From an optimization exercise on the open Yosys and OpenROAD flow, aimed at small area, a short achievable clock period and few clock cycles; shortcuts taken in it are not production practice.
Function was checked by simulation only, so behaviour that the tests miss may differ from the original.

==> flow/design.v (outline; a module is shown in full before it is edited, if it fits) <==
// module ex_operand_prep: 62 lines
// module ex_alu: 63 lines
// module ex_multiplier: 1741 lines
// module ex_divider: 108 lines
// module ex_result_select: 15 lines
// module ex_stage: 53 lines
module ex_stage (
    input  logic           clk,
    input  logic           rst_n,
    input  logic           d_hready,
    input  ex_pkg::ex_op_t op,
    input  ex_pkg::xlen_t  op1,
    input  ex_pkg::xlen_t  op2,
    output ex_pkg::xlen_t  ex_res,
    output ex_pkg::xlen_t  addr_res,
    output logic           div_busy
);
  // ...
==> flow/run.sh <==
#!/bin/bash
# synth_recipe.tcl (not shown) runs the flow's synth.tcl, then flattens the netlist and writes it again
# the make line also repeats each setting of config.mk as NAME=value (left out here)
make -C /OpenROAD-flow-scripts/flow DESIGN_CONFIG=/design/flow/config.mk WORK_HOME=/design/flow/orfs CLKGATE_MAP_FILE= SYNTH_SCRIPT=/design/flow/synth_recipe.tcl finish
==> flow/config.mk <==
export PLATFORM = sky130hd
export DESIGN_NAME = ex_stage
export DESIGN_NICKNAME = ex_stage
export VERILOG_FILES = /design/flow/design.v
export SDC_FILE = /design/flow/constraint.sdc
export NUM_CORES = 4
export LEC_CHECK = 0
export ABC_AREA = 1
export CAP_MARGIN = 20
export CORE_MARGIN = 2
export CORE_UTILIZATION = 40
export SETUP_SLACK_MARGIN = 0.3
export SLEW_MARGIN = 20
==> flow/constraint.sdc <==
create_clock -name core_clock -period 21.0 [get_ports {clk}]
set_input_delay 4.2000 -clock core_clock [delete_from_list [all_inputs] [get_ports {clk}]]
set_output_delay 4.2000 -clock core_clock [all_outputs]
set_load 0.01 [all_outputs]
==> reports/results.tsv, run 1 <==
stage	metric	value	unit
critical_path	rr_worst_depth	67	
finish	fin_area	50700	µm²
route	top_layer	met5	
floorplanning	pin_count	137	
finish	design.seq.count	70	
critical_path	path_delay_family	adder cells	
sta	min_period_over_period	87.7	%
finish	finish.utilization	42.9	%
yosys	synth-seq-cells	70	
finish	final-clk-cell-share	0.595	%
sta	fmax	0.0543	GHz
sta	hold_viol	0	
clock_network	cts.clk_slew.worst_paths	70	ps
sta	tns	0	ps
route	wl_met3	31400	µm
run	cap_violations	0	
run_status	status	complete, no violations	
sta	whs	499	ps
finish	multi_input_gates	5377	
place	pre_cts_ws	2710	ps
clock_network	cts_inserted_buffers	9	
floorplanning	start_util	40.3	%
sta	slew_headroom	19.4	%
yosys	yosys_warnings	6	
finish	inverters	1077	
yosys	syn_avg_cell_area	6.82	µm²
grt	antenna_found_initial	9	
min_path	hold_end	u_divider.cnt_q[1]$_SDFFE_PN0P_	
floorplanning	core	118000	µm²
Testbench counts, summed over its fixed seeds: cycles 7,562.
==> module ex_operand_prep, before the edit <==
module ex_operand_prep (
    input  ex_pkg::ex_op_t   op,
    input  ex_pkg::xlen_t    op1,
    input  ex_pkg::xlen_t    op2,
    output ex_pkg::ex_prep_t prep
);
    ex_pkg::ex_unit_t unit;
    logic     sign_a;   
    logic     sign_b;
    logic     want_high;
    logic     want_rem;
    always_comb begin
        unit      = ex_pkg::UNIT_ALU;
        sign_a    = 1'b0;
        sign_b    = 1'b0;
        want_high = 1'b0;
        want_rem  = 1'b0;
        case (op)
            ex_pkg::OP_MUL: unit = ex_pkg::UNIT_MUL;   
            ex_pkg::OP_MULH: begin
                unit      = ex_pkg::UNIT_MUL;
                want_high = 1'b1;
                sign_a    = 1'b1;
                sign_b    = 1'b1;
            end
            ex_pkg::OP_MULHSU: begin
                unit      = ex_pkg::UNIT_MUL;
                want_high = 1'b1;
                sign_a    = 1'b1;
            end
            ex_pkg::OP_MULHU: begin
                unit      = ex_pkg::UNIT_MUL;
                want_high = 1'b1;
            end
            ex_pkg::OP_DIV: begin
                unit   = ex_pkg::UNIT_DIV;
                sign_a = 1'b1;
                sign_b = 1'b1;
            end
            ex_pkg::OP_DIVU: unit = ex_pkg::UNIT_DIV;
            ex_pkg::OP_REM: begin
                unit     = ex_pkg::UNIT_DIV;
                want_rem = 1'b1;
                sign_a   = 1'b1;
                sign_b   = 1'b1;
            end
            ex_pkg::OP_REMU: begin
                unit     = ex_pkg::UNIT_DIV;
                want_rem = 1'b1;
            end
            default: unit = ex_pkg::UNIT_ALU;
        endcase
    end
    assign prep.unit      = unit;
    assign prep.op        = op;
    assign prep.sign_a    = sign_a;
    assign prep.sign_b    = sign_b;
    assign prep.neg_a     = sign_a & op1[32-1];
    assign prep.neg_b     = sign_b & op2[32-1];
    assign prep.want_high = want_high;
    assign prep.want_rem  = want_rem;
endmodule
==> module ex_alu, before the edit <==
module ex_alu (
    input  ex_pkg::ex_prep_t prep,
    input  ex_pkg::xlen_t    op1,
    input  ex_pkg::xlen_t    op2,
    output ex_pkg::xlen_t    alu_res,
    output ex_pkg::xlen_t    addr_res
);
    function automatic logic [32-1:0] bit_rev(input logic [32-1:0] v);
        logic [32-1:0] r;
        for (int i = 0; i < 32; i++) begin
            r[i] = v[32-1-i];
        end
        bit_rev = r;
    endfunction
    logic                   is_sll;
    logic [32:0]      diff;
    logic                   slt;
    logic                   sltu;
    logic [5-1:0] shamt;
    logic                   fill;
    ex_pkg::xlen_t          sh_in;
    ex_pkg::xlen_t          sh_s1;
    ex_pkg::xlen_t          sh_s2;
    ex_pkg::xlen_t          sh_s3;
    ex_pkg::xlen_t          sh_res;
    assign addr_res = op1 + op2;
    assign diff = {1'b0, op1} - {1'b0, op2};
    assign sltu = diff[32];
    assign slt  = (op1[32-1] ^ op2[32-1]) ? op1[32-1] : diff[32-1];
    assign is_sll = (prep.op == ex_pkg::OP_SLL);
    assign shamt  = op2[5-1:0];
    assign fill   = (prep.op == ex_pkg::OP_SRA) & op1[32-1];
    assign sh_in  = is_sll ? bit_rev(op1) : op1;
    always_comb begin
        case (shamt[4:3])
            2'd0: sh_s1 = sh_in;
            2'd1: sh_s1 = {{8{fill}}, sh_in[32-1:8]};
            2'd2: sh_s1 = {{16{fill}}, sh_in[32-1:16]};
            default: sh_s1 = {{24{fill}}, sh_in[32-1:24]};
        endcase
        sh_s2 = shamt[2] ? {{4{fill}}, sh_s1[32-1:4]} : sh_s1;
        case (shamt[1:0])
            2'd0: sh_s3 = sh_s2;
            2'd1: sh_s3 = {fill, sh_s2[32-1:1]};
            2'd2: sh_s3 = {{2{fill}}, sh_s2[32-1:2]};
            default: sh_s3 = {{3{fill}}, sh_s2[32-1:3]};
        endcase
    end
    assign sh_res = is_sll ? bit_rev(sh_s3) : sh_s3;
    always_comb begin
        case (prep.op)
            ex_pkg::OP_ADD:                 alu_res = addr_res;
            ex_pkg::OP_SUB:                 alu_res = diff[32-1:0];
            ex_pkg::OP_SLT:                 alu_res = {{(32-1){1'b0}}, slt};
            ex_pkg::OP_SLTU:                alu_res = {{(32-1){1'b0}}, sltu};
            ex_pkg::OP_AND:                 alu_res = op1 & op2;
            ex_pkg::OP_OR:                  alu_res = op1 | op2;
            ex_pkg::OP_XOR:                 alu_res = op1 ^ op2;
            ex_pkg::OP_SLL, ex_pkg::OP_SRL, ex_pkg::OP_SRA: alu_res = sh_res;
            default:                alu_res = '0;
        endcase
    end
endmodule
==> module ex_divider, before the edit <==
module ex_divider (
    input  logic                clk,
    input  logic                rst_n,
    input  logic                d_hready,
    input  ex_pkg::ex_prep_t    prep,
    input  ex_pkg::xlen_t       op1,
    input  ex_pkg::xlen_t       op2,
    output ex_pkg::xlen_t       div_res,
    output logic                div_busy
);
    localparam int LR = 2;
    localparam int R  = 1 << LR;
    localparam int CW = 5 - LR;           
    function automatic logic [6-1:0] lzc(input logic [32-1:0] v);
        logic [6-1:0] n;
        n = 6'(32);
        for (int i = 0; i < 32; i++) begin
            if (v[i]) begin
                n = 6'(32 - 1 - i);
            end
        end
        lzc = n;
    endfunction
    logic                 is_div;
    logic                 start;
    logic                 busy_q;
    logic                 valid_q;
    logic [CW-1:0]        cnt_q;
    logic [2*32-1:0] x_q;            
    logic [2*32-1:0] x_init;
    logic [2*32-1:0] x_step;
    logic                 div_zero;
    ex_pkg::xlen_t        mag_a;
    logic [6-1:0] lz_a;
    logic [6-1:0] lz_b;
    logic [6-1:0] k;
    logic [CW-1:0]        m;
    logic [32:0]    addend;          
    logic                 cin;
    logic                 neg_b_q;         
    ex_pkg::xlen_t        sel;
    logic                 neg_res;
    assign is_div   = (prep.unit == ex_pkg::UNIT_DIV);
    assign start    = is_div && d_hready && !busy_q && !valid_q;
    assign div_zero = (op2 == '0);
    assign mag_a = prep.neg_a ? (~op1 + 1'b1) : op1;
    assign lz_a  = lzc(mag_a);
    assign lz_b  = lzc(op2 ^ {32{prep.neg_b}});
    always_comb begin
        if (div_zero || lz_b <= lz_a) k = '0;
        else if (lz_b - lz_a > 6'(31)) k = 6'(31);
        else k = lz_b - lz_a;
    end
    assign m = k[4:LR];    
    always_comb begin
        logic [3*32-1:0] t;
        t = {32'(0), mag_a, {32{div_zero}}} << {~m, {LR{1'b0}}};
        x_init = t[3*32-1:32];
    end
    assign addend = {1'b1, op2 ^ {32{~neg_b_q}}};
    assign cin    = ~neg_b_q;
    always_comb begin
        logic [32-1:0] p;
        logic [32-1:0] q;
        logic [32:0]   ps;
        logic [32+1:0] t;
        p = x_q[2*32-1:32];
        q = x_q[32-1:0];
        for (int i = 0; i < R; i++) begin
            ps = {p, q[32-1]};
            t  = {1'b0, ps} + {1'b0, addend} + (32+2)'(cin);
            q  = {q[32-2:0], t[32+1]};
            p  = t[32+1] ? t[32-1:0] : ps[32-1:0];
        end
        x_step = {p, q};
    end
    always_ff @(posedge clk) begin
        if (!rst_n) begin
            busy_q  <= 1'b0;
            valid_q <= 1'b0;
            cnt_q   <= '0;
        end else if (start) begin
            busy_q <= 1'b1;
            cnt_q  <= m;
        end else if (busy_q) begin
            if (cnt_q == '0) begin
                busy_q  <= 1'b0;
                valid_q <= 1'b1;
            end else begin
                cnt_q <= cnt_q - 1'b1;
            end
        end else if (!is_div) begin
            valid_q <= 1'b0;   
        end
    end
    always_ff @(posedge clk) begin
        if (start) begin
            x_q     <= x_init;
            neg_b_q <= prep.neg_b;
        end else if (busy_q) begin
            x_q <= x_step;
        end
    end
    assign sel     = prep.want_rem ? x_q[2*32-1:32] : x_q[32-1:0];
    assign neg_res = prep.want_rem ? prep.neg_a : ((prep.neg_a ^ prep.neg_b) & ~div_zero);
    assign div_res = neg_res ? (~sel + 1'b1) : sel;
    assign div_busy = busy_q;
endmodule
==> module ex_stage, before the edit <==
module ex_stage (
    input  logic           clk,
    input  logic           rst_n,
    input  logic           d_hready,
    input  ex_pkg::ex_op_t op,
    input  ex_pkg::xlen_t  op1,
    input  ex_pkg::xlen_t  op2,
    output ex_pkg::xlen_t  ex_res,
    output ex_pkg::xlen_t  addr_res,
    output logic           div_busy
);
    ex_pkg::ex_prep_t    prep;
    ex_pkg::xlen_t       alu_res;
    ex_pkg::xlen_t       mul_res;
    ex_pkg::xlen_t       div_res;
    logic [63:0]         prod;
    ex_operand_prep u_operand_prep (
        .op   (op),
        .op1  (op1),
        .op2  (op2),
        .prep (prep)
    );
    ex_alu u_alu (
        .prep     (prep),
        .op1      (op1),
        .op2      (op2),
        .alu_res  (alu_res),
        .addr_res (addr_res)
    );
    ex_multiplier u_multiplier (
        .x (prep.sign_a ? {op1[31], op1} : {1'b0, op1}),
        .y (prep.sign_b ? {op2[31], op2} : {1'b0, op2}),
        .p (prod)
    );
    assign mul_res = prep.want_high ? prod[63:32] : prod[31:0];
    ex_divider u_divider (
        .clk      (clk),
        .rst_n    (rst_n),
        .d_hready (d_hready),
        .prep     (prep),
        .op1      (op1),
        .op2      (op2),
        .div_res  (div_res),
        .div_busy (div_busy)
    );
    ex_result_select u_result_select (
        .prep    (prep),
        .alu_res (alu_res),
        .mul_res (mul_res),
        .div_res (div_res),
        .ex_res  (ex_res)
    );
endmodule
==> run 2: changes to the inputs <==
--- a/flow/design.v
+++ b/flow/design.v
@@ -35,6 +35,8 @@
         logic     neg_b;
         logic     want_high;   
         logic     want_rem;
+        logic     shift;       
+        logic     shift_l;     
     } ex_prep_t;
 endpackage
 `timescale 1ns/100ps
@@ -49,13 +51,35 @@
     logic     sign_b;
     logic     want_high;
     logic     want_rem;
+    logic     shift;
+    logic     shift_l;
+    logic     shamt_nz;
+    assign shamt_nz = |op2[5-1:0];
     always_comb begin
         unit      = ex_pkg::UNIT_ALU;
         sign_a    = 1'b0;
         sign_b    = 1'b0;
         want_high = 1'b0;
         want_rem  = 1'b0;
+        shift     = 1'b0;
+        shift_l   = 1'b0;
         case (op)
+            ex_pkg::OP_SLL: begin
+                unit    = ex_pkg::UNIT_MUL;
+                shift   = 1'b1;
+                shift_l = 1'b1;
+            end
+            ex_pkg::OP_SRL: begin
+                unit      = ex_pkg::UNIT_MUL;
+                shift     = 1'b1;
+                want_high = shamt_nz;
+            end
+            ex_pkg::OP_SRA: begin
+                unit      = ex_pkg::UNIT_MUL;
+                shift     = 1'b1;
+                want_high = shamt_nz;
+                sign_a    = 1'b1;
+            end
             ex_pkg::OP_MUL: unit = ex_pkg::UNIT_MUL;   
             ex_pkg::OP_MULH: begin
                 unit      = ex_pkg::UNIT_MUL;
@@ -99,6 +123,8 @@
     assign prep.neg_b     = sign_b & op2[32-1];
     assign prep.want_high = want_high;
     assign prep.want_rem  = want_rem;
+    assign prep.shift     = shift;
+    assign prep.shift_l   = shift_l;
 endmodule
 `timescale 1ns/100ps
 module ex_alu (
@@ -108,48 +134,27 @@
     output ex_pkg::xlen_t    alu_res,
     output ex_pkg::xlen_t    addr_res
 );
-    function automatic logic [32-1:0] bit_rev(input logic [32-1:0] v);
-        logic [32-1:0] r;
-        for (int i = 0; i < 32; i++) begin
-            r[i] = v[32-1-i];
-        end
-        bit_rev = r;
-    endfunction
-    logic                   is_sll;
     logic [32:0]      diff;
     logic                   slt;
     logic                   sltu;
-    logic [5-1:0] shamt;
-    logic                   fill;
-    ex_pkg::xlen_t          sh_in;
-    ex_pkg::xlen_t          sh_s1;
-    ex_pkg::xlen_t          sh_s2;
-    ex_pkg::xlen_t          sh_s3;
-    ex_pkg::xlen_t          sh_res;
-    assign addr_res = op1 + op2;
-    assign diff = {1'b0, op1} - {1'b0, op2};
+    logic                   unused_c0;
+    logic                   unused_c1;
+    ex_pfx_add #(.W(32), .SKL(0)) u_add (
+        .a    (op1),
+        .b    (op2),
+        .cin  (1'b0),
+        .sum  (addr_res),
+        .cout (unused_c0)
+    );
+    ex_pfx_add #(.W(32+1), .SKL(0)) u_sub (
+        .a    ({1'b0, op1}),
+        .b    ({1'b1, ~op2}),
+        .cin  (1'b1),
+        .sum  (diff),
+        .cout (unused_c1)
+    );
     assign sltu = diff[32];
     assign slt  = (op1[32-1] ^ op2[32-1]) ? op1[32-1] : diff[32-1];
-    assign is_sll = (prep.op == ex_pkg::OP_SLL);
-    assign shamt  = op2[5-1:0];
-    assign fill   = (prep.op == ex_pkg::OP_SRA) & op1[32-1];
-    assign sh_in  = is_sll ? bit_rev(op1) : op1;
-    always_comb begin
-        case (shamt[4:3])
-            2'd0: sh_s1 = sh_in;
-            2'd1: sh_s1 = {{8{fill}}, sh_in[32-1:8]};
-            2'd2: sh_s1 = {{16{fill}}, sh_in[32-1:16]};
-            default: sh_s1 = {{24{fill}}, sh_in[32-1:24]};
-        endcase
-        sh_s2 = shamt[2] ? {{4{fill}}, sh_s1[32-1:4]} : sh_s1;
-        case (shamt[1:0])
-            2'd0: sh_s3 = sh_s2;
-            2'd1: sh_s3 = {fill, sh_s2[32-1:1]};
-            2'd2: sh_s3 = {{2{fill}}, sh_s2[32-1:2]};
-            default: sh_s3 = {{3{fill}}, sh_s2[32-1:3]};
-        endcase
-    end
-    assign sh_res = is_sll ? bit_rev(sh_s3) : sh_s3;
     always_comb begin
         case (prep.op)
             ex_pkg::OP_ADD:                 alu_res = addr_res;
@@ -159,11 +164,60 @@
             ex_pkg::OP_AND:                 alu_res = op1 & op2;
             ex_pkg::OP_OR:                  alu_res = op1 | op2;
             ex_pkg::OP_XOR:                 alu_res = op1 ^ op2;
-            ex_pkg::OP_SLL, ex_pkg::OP_SRL, ex_pkg::OP_SRA: alu_res = sh_res;
             default:                alu_res = '0;
         endcase
     end
 endmodule
+module ex_pfx_add #(
+    parameter int W   = 32,
+    parameter int SKL = 0
+) (
+    input  logic [W-1:0] a,
+    input  logic [W-1:0] b,
+    input  logic         cin,
+    output logic [W-1:0] sum,
+    output logic         cout
+);
+    logic [W-1:0] p0;
+    logic [W-1:0] g;
+    logic [W-1:0] p;
+    logic [W:0]   c;
+    always_comb begin
+        p0 = a ^ b;
+        g  = a & b;
+        p  = p0;
+        g[0] = g[0] | (p0[0] & cin);
+        if (SKL != 0) begin
+            for (int l = 1; l < W; l = l * 2) begin
+                for (int j = 0; j < W; j++) begin
+                    if ((j / l) % 2 == 1) begin
+                        g[j] = g[j] | (p[j] & g[(j / l) * l - 1]);
+                        p[j] = p[j] & p[(j / l) * l - 1];
+                    end
+                end
+            end
+        end else begin
+            for (int l = 1; l < W; l = l * 2) begin
+                for (int j = 2 * l - 1; j < W; j = j + 2 * l) begin
+                    g[j] = g[j] | (p[j] & g[j - l]);
+                    p[j] = p[j] & p[j - l];
+                end
+            end
+            for (int l = W; l >= 2; l = l / 2) begin
+                for (int j = l + l / 2 - 1; j < W; j = j + l) begin
+                    g[j] = g[j] | (p[j] & g[j - l / 2]);
+                    p[j] = p[j] & p[j - l / 2];
+                end
+            end
+        end
+        c[0] = cin;
+        for (int j = 0; j < W; j++) begin
+            c[j + 1] = g[j];
+        end
+        sum  = p0 ^ c[W-1:0];
+        cout = c[W];
+    end
+endmodule
 `timescale 1ns/100ps
 module ex_multiplier (
     input  logic [32:0] x,
@@ -1921,14 +1975,31 @@
     localparam int R  = 1 << LR;
     localparam int CW = 5 - LR;           
     function automatic logic [6-1:0] lzc(input logic [32-1:0] v);
-        logic [6-1:0] n;
-        n = 6'(32);
-        for (int i = 0; i < 32; i++) begin
-            if (v[i]) begin
-                n = 6'(32 - 1 - i);
+        logic [15:0] v16;
+        logic [7:0]  v8;
+        logic [3:0]  v4;
+        logic [1:0]  v2;
+        logic z16, z8, z4, z2;
+        z16 = (v[31:16] == 16'd0);
+        v16 = z16 ? v[15:0] : v[31:16];
+        z8  = (v16[15:8] == 8'd0);
+        v8  = z8 ? v16[7:0] : v16[15:8];
+        z4  = (v8[7:4] == 4'd0);
+        v4  = z4 ? v8[3:0] : v8[7:4];
+        z2  = (v4[3:2] == 2'd0);
+        v2  = z2 ? v4[1:0] : v4[3:2];
+        if (v == '0) lzc = 6'(32);
+        else         lzc = {1'b0, z16, z8, z4, z2, ~v2[1]};
+    endfunction
+    function automatic logic [32-1:0] cneg(input logic [32-1:0] v, input logic c);
+        logic [32-1:0] o;
+        o = v;
+        for (int l = 1; l < 32; l = l * 2) begin
+            for (int j = 32 - 1; j >= l; j--) begin
+                o[j] = o[j] | o[j - l];
             end
         end
-        lzc = n;
+        cneg = v ^ ({o[32-2:0], 1'b0} & {32{c}});
     endfunction
     logic                 is_div;
     logic                 start;
@@ -1952,7 +2023,7 @@
     assign is_div   = (prep.unit == ex_pkg::UNIT_DIV);
     assign start    = is_div && d_hready && !busy_q && !valid_q;
     assign div_zero = (op2 == '0);
-    assign mag_a = prep.neg_a ? (~op1 + 1'b1) : op1;
+    assign mag_a = cneg(op1, prep.neg_a);
     assign lz_a  = lzc(mag_a);
     assign lz_b  = lzc(op2 ^ {32{prep.neg_b}});
     always_comb begin
@@ -1968,21 +2039,29 @@
     end
     assign addend = {1'b1, op2 ^ {32{~neg_b_q}}};
     assign cin    = ~neg_b_q;
-    always_comb begin
-        logic [32-1:0] p;
-        logic [32-1:0] q;
-        logic [32:0]   ps;
-        logic [32+1:0] t;
-        p = x_q[2*32-1:32];
-        q = x_q[32-1:0];
-        for (int i = 0; i < R; i++) begin
-            ps = {p, q[32-1]};
-            t  = {1'b0, ps} + {1'b0, addend} + (32+2)'(cin);
-            q  = {q[32-2:0], t[32+1]};
-            p  = t[32+1] ? t[32-1:0] : ps[32-1:0];
+    logic [32:0] st_ps  [R];
+    logic [32:0] st_sum [R];
+    logic              st_fit [R];
+    logic [32-1:0] st_p [R+1];
+    logic [32-1:0] st_q [R+1];
+    assign st_p[0] = x_q[2*32-1:32];
+    assign st_q[0] = x_q[32-1:0];
+    genvar gi;
+    generate
+        for (gi = 0; gi < R; gi++) begin : g_step
+            assign st_ps[gi] = {st_p[gi], st_q[gi][32-1]};
+            ex_pfx_add #(.W(32+1), .SKL(0)) u_step (
+                .a    (st_ps[gi]),
+                .b    (addend),
+                .cin  (cin),
+                .sum  (st_sum[gi]),
+                .cout (st_fit[gi])
+            );
+            assign st_q[gi+1] = {st_q[gi][32-2:0], st_fit[gi]};
+            assign st_p[gi+1] = st_fit[gi] ? st_sum[gi][32-1:0] : st_ps[gi][32-1:0];
         end
-        x_step = {p, q};
-    end
+    endgenerate
+    assign x_step = {st_p[R], st_q[R]};
     always_ff @(posedge clk) begin
         if (!rst_n) begin
             busy_q  <= 1'b0;
@@ -2012,7 +2091,7 @@
     end
     assign sel     = prep.want_rem ? x_q[2*32-1:32] : x_q[32-1:0];
     assign neg_res = prep.want_rem ? prep.neg_a : ((prep.neg_a ^ prep.neg_b) & ~div_zero);
-    assign div_res = neg_res ? (~sel + 1'b1) : sel;
+    assign div_res = cneg(sel, neg_res);
     assign div_busy = busy_q;
 endmodule
 `timescale 1ns/100ps
@@ -2048,6 +2127,8 @@
     ex_pkg::xlen_t       mul_res;
     ex_pkg::xlen_t       div_res;
     logic [63:0]         prod;
+    logic [4:0]          pow;
+    logic [32:0]         mul_y;
     ex_operand_prep u_operand_prep (
         .op   (op),
         .op1  (op1),
@@ -2061,9 +2142,11 @@
         .alu_res  (alu_res),
         .addr_res (addr_res)
     );
+    assign pow   = prep.shift_l ? op2[4:0] : (~op2[4:0] + 5'd1);
+    assign mul_y = prep.shift ? (33'd1 << pow) : (prep.sign_b ? {op2[31], op2} : {1'b0, op2});
     ex_multiplier u_multiplier (
         .x (prep.sign_a ? {op1[31], op1} : {1'b0, op1}),
-        .y (prep.sign_b ? {op2[31], op2} : {1'b0, op2}),
+        .y (mul_y),
         .p (prod)
     );
     assign mul_res = prep.want_high ? prod[63:32] : prod[31:0];
==> run 2 against run 1 <==
- die area decreased by 4.1%
- clock skew down 1.1 ps
- fmax fell by 5.1%
- critical endpoint is now ex_res[18]
- largest cell class unchanged
- highest routed layer unchanged
==> reports/results.tsv, run 2 <==
stage	metric	value	unit	change
critical_path	cp_common_cell	nand2_1		was inv_1
place	dp_hpwl	177000	µm	was 185,000 µm
sta	slew_headroom	13.1	%	was 19.4%
yosys	yosys.cell_count.top_type	nand2_1		unchanged
yosys	synth_cell_types	66		was 75
sta	worst_pin_slew	1290	ps	was 1200 ps
yosys	syn_nets	7296		was 7,878
critical_path	worstPathMaxFanout	30		was 46
floorplanning	fp-row-count	123		was 126
clock_network	clkSinkCount	70		unchanged
route	num_vias	47500		was 52,600
finish	syn2layout_area_growth	7.19	%	was 6.55%
yosys	synth_area	45600	µm²	was 47,600 µm²
critical_path	critPathKind	in2out		unchanged
sta	fmax	0.0515	GHz	was 0.0543 GHz
clock_network	cts.clk_slew.worst_paths	70	ps	about the same
yosys	ys_async_sr_fraction	0	%	unchanged
floorplanning	die_area	117000	µm²	was 122,000 µm²
clock_network	cts_resized	0		unchanged
floorplanning	die-height	342	µm	was 349 µm
yosys	synth-seq-cells	70		unchanged
route	wl	225000	µm	was 245,000 µm
sta	worst_slack	1580	ps	was 2570 ps
grt	grt_max_degree	65		was 78
route	wire_per_inst	29.1	µm	was 29.2 µm
yosys	syn_inst	6314		was 6,976
grt	grtUsageTotal	37.7	%	was 39.1%
finish	largest_reg_flops	64		unchanged
run	cap_violations	0		unchanged
sta	final_max_slew_viol_count	0		unchanged
place	pre_cts_ws	1840	ps	was 2710 ps
finish	drive_above_1_share	4.89	%	was 4.72%
clock_network	cts.path.max_buffers	2		unchanged
clock_network	cts_inserted_buffers	9		unchanged
sta	min_period_over_period	92.5	%	was 87.7%
finish	layout_common_cells	nand2_1, inv_1, xor2_1		unchanged
finish	regMostFlops	u_divider.x_q		unchanged
critical_path	critPathLaunchType	input port		unchanged
grt	antenna_found_initial	16		was 9
sta	fin_crit	19420	ps	was 18,430 ps
finish	finish.utilization	43.3	%	was 42.9%
yosys	yosys.area.top_type	fa_1		unchanged
place	place.gp.congestion	1.08		was 1.07
sta	whs	527	ps	was 499 ps
sta	setup_viol	0		unchanged
clock_network	worstSkewPairLatency	360	ps	about the same
yosys	synth_edf_count	65		unchanged
critical_path	critPathMaxStageDelay	680	ps	was 830 ps
route	drc	0		unchanged
finish	largestRegisters	u_divider.x_q x64, u_divider.cnt_q x3		unchanged
clock_network	postCtsSetupRepairBufs	0		unchanged
yosys	synthTopCellsByCount	nand2_1, inv_1, xor2_1		unchanged
route	first_iter_violations	5655		was 6,711
clock_network	htreeDepth	3		unchanged
grt	grt_pass1_vias	46000		was 51,200
yosys	yosys_warnings	16		was 6
yosys	synth_top_area_share	24.9	%	was 20.0%
place	io_buffers	136		unchanged
sta	rsz0062_at_grt	false		unchanged
critical_path	cp_slowest_cell	inv_2		was a221oi_1
clock_network	cts_hold_buf	0		unchanged
critical_path	required	16800	ps	about the same
sta	finalClockSkew	8.81	ps	was 9.91 ps
route	viasPerCell	6.14		was 6.28
grt	grt_pass1_wl	323000	µm	was 351,000 µm
run_status	status	complete, no violations		unchanged
clock_network	cts_tree	yes		unchanged
critical_path	cp-end-kind	primary output		unchanged
sta	tns	0	ps	unchanged
grt	grt-ovfl-total	0		unchanged
route	ant_nets	0		unchanged
yosys	ys.flop_type	edfxtp_1		unchanged
finish	multi_input_area	38500	µm²	was 39,800 µm²
sta	hold_viol	0		unchanged
critical_path	worstPathArrival	15220	ps	was 14,230 ps
floorplanning	pin_count	137		unchanged
route	drtPass1Iterations	6		was 9
floorplanning	start_util	40.4	%	was 40.3%
yosys	synth_area_leaders	fa_1, xor2_1, ha_1, nand2_1, inv_1		unchanged
floorplanning	core	113000	µm²	was 118,000 µm²
finish	fillers	11800		was 12,500
min_path	hold_class	reg2reg		unchanged
yosys	synth-seq-area-share	4.50	%	was 4.31%
floorplanning	die_w	342	µm	was 349 µm
yosys	syn_avg_cell_area	7.22	µm²	was 6.82 µm²
finish	final_common_cell	nand2_1		unchanged
clock_network	root_buffer	clkbuf_16		unchanged
finish	nets	7208		was 7,740
finish	regArea	2050	µm²	unchanged
## run 2: changes by cell type after synthesis, sizes merged, moves of 34 or more
cell    change
fa         +90
o221ai     -34
clkbuf     -97
xor2       -43
nand3      +52
inv        -98
o21ai     -151
a21oi     -174
nand2     -157
## run 2: layout make-up
class                   count  share of cell area, %
well taps                1500                   3.84
repair buffers            283                   5.10
clock buffers              12                  0.548
diodes                      1                0.00512
clock inverters             4                 0.0589
flip-flops and latches     70                   4.20
multi-input cells        4883                   78.7
inverters                 979                   7.52
## run 2: kinds of logic (layout without fill, tap and decap cells)
group / Yosys count / in the layout / share of synthesized area [%]
simple gates: 1767 / 1767 / 16.4
compound gates: 1500 / 1500 / 19.7
buf+inv: 1361 / 1278 / 11.6
fa+ha+maj: 910 / 910 / 34.3
xor+xnor: 702 / 702 / 13.5
flops: 70 / 70 / 4.50
mux: 4 / 4 / 0.0878
other cells: 0 / 1 / 0
## run 2: critical path: cells and delay by family
| family | cells | cell delay (ps) |
|---|---|---|
| xor+xnor | 1 | 190 |
| buf+inv | 11 | 3550 |
| fa+ha+maj | 6 | 2810 |
| compound gates | 7 | 1950 |
| simple gates | 16 | 2460 |
## run 2: through the flow
| step | std cells | area (µm²) |
|---|---|---|
| 2_1_floorplan | 6314 | 45600 |
| 3_3_place_gp | 7713 | 48500 |
| 3_5_place_dp | 7713 | 48500 |
| 4_1_cts | 7729 | 48800 |
| 5_1_grt | 7731 | 48900 |
| 6_report | 7732 | 48900 |
## run 2: worst paths after layout
check                            startpoint                              end  slack (ps)  depth (start not counted)
max                                   op[2]                       ex_res[18]        1580                         41
min          u_divider.valid_q$_SDFFE_PN0P_   u_divider.valid_q$_SDFFE_PN0P_         530                          2
max reg2reg     u_divider.neg_b_q$_DFFE_PP_  u_divider.x_q[63]$_SDFFCE_PP0P_        5740                         56
min reg2reg  u_divider.valid_q$_SDFFE_PN0P_   u_divider.valid_q$_SDFFE_PN0P_         530                          2
## run 2: metal layers
metal	GRT usage [%]	routed length (µm)	vias to the layer above
li1	-	-	20700
met1	47.2	85600	23100
met2	58.1	97400	2896
met3	9.66	24600	751
met4	23.3	17400	28
met5	0	177	-
Testbench counts of run 2, summed over its fixed seeds: cycles 7,562.

what the ideal ports hide:
The flow's constraints put no driver on any port. The routed layouts listed below were extracted and timed again, unchanged, in two steps.
Step 1, drivers: a clkbuf_16 drives clk and a buf_2 each remaining input, both assumed.
Step 2 times the ports against the registers' clock, not the clock port: input delays grow and output delays shrink by t, the midpoint of the rising clock arrivals with the driver on.
a / b / c = ideal ports / drivers / drivers and shift; a / b = the first two.
run | t (ns) | slack for setup (ns) | worst setup path at the end | clock arrival spread, ns
run 1 | 0.401 | 2.574 / 2.552 / 2.516 | input to register | 0.010 / 0.010
run 2 | 0.411 | 1.576 / 1.550 / 1.465 | input to register | 0.009 / 0.009
After both steps setup and hold are still met in every run listed. For run 2, which loses most, drivers alone change the setup slack by -0.026 ns; drivers and shift together by -0.111 ns.
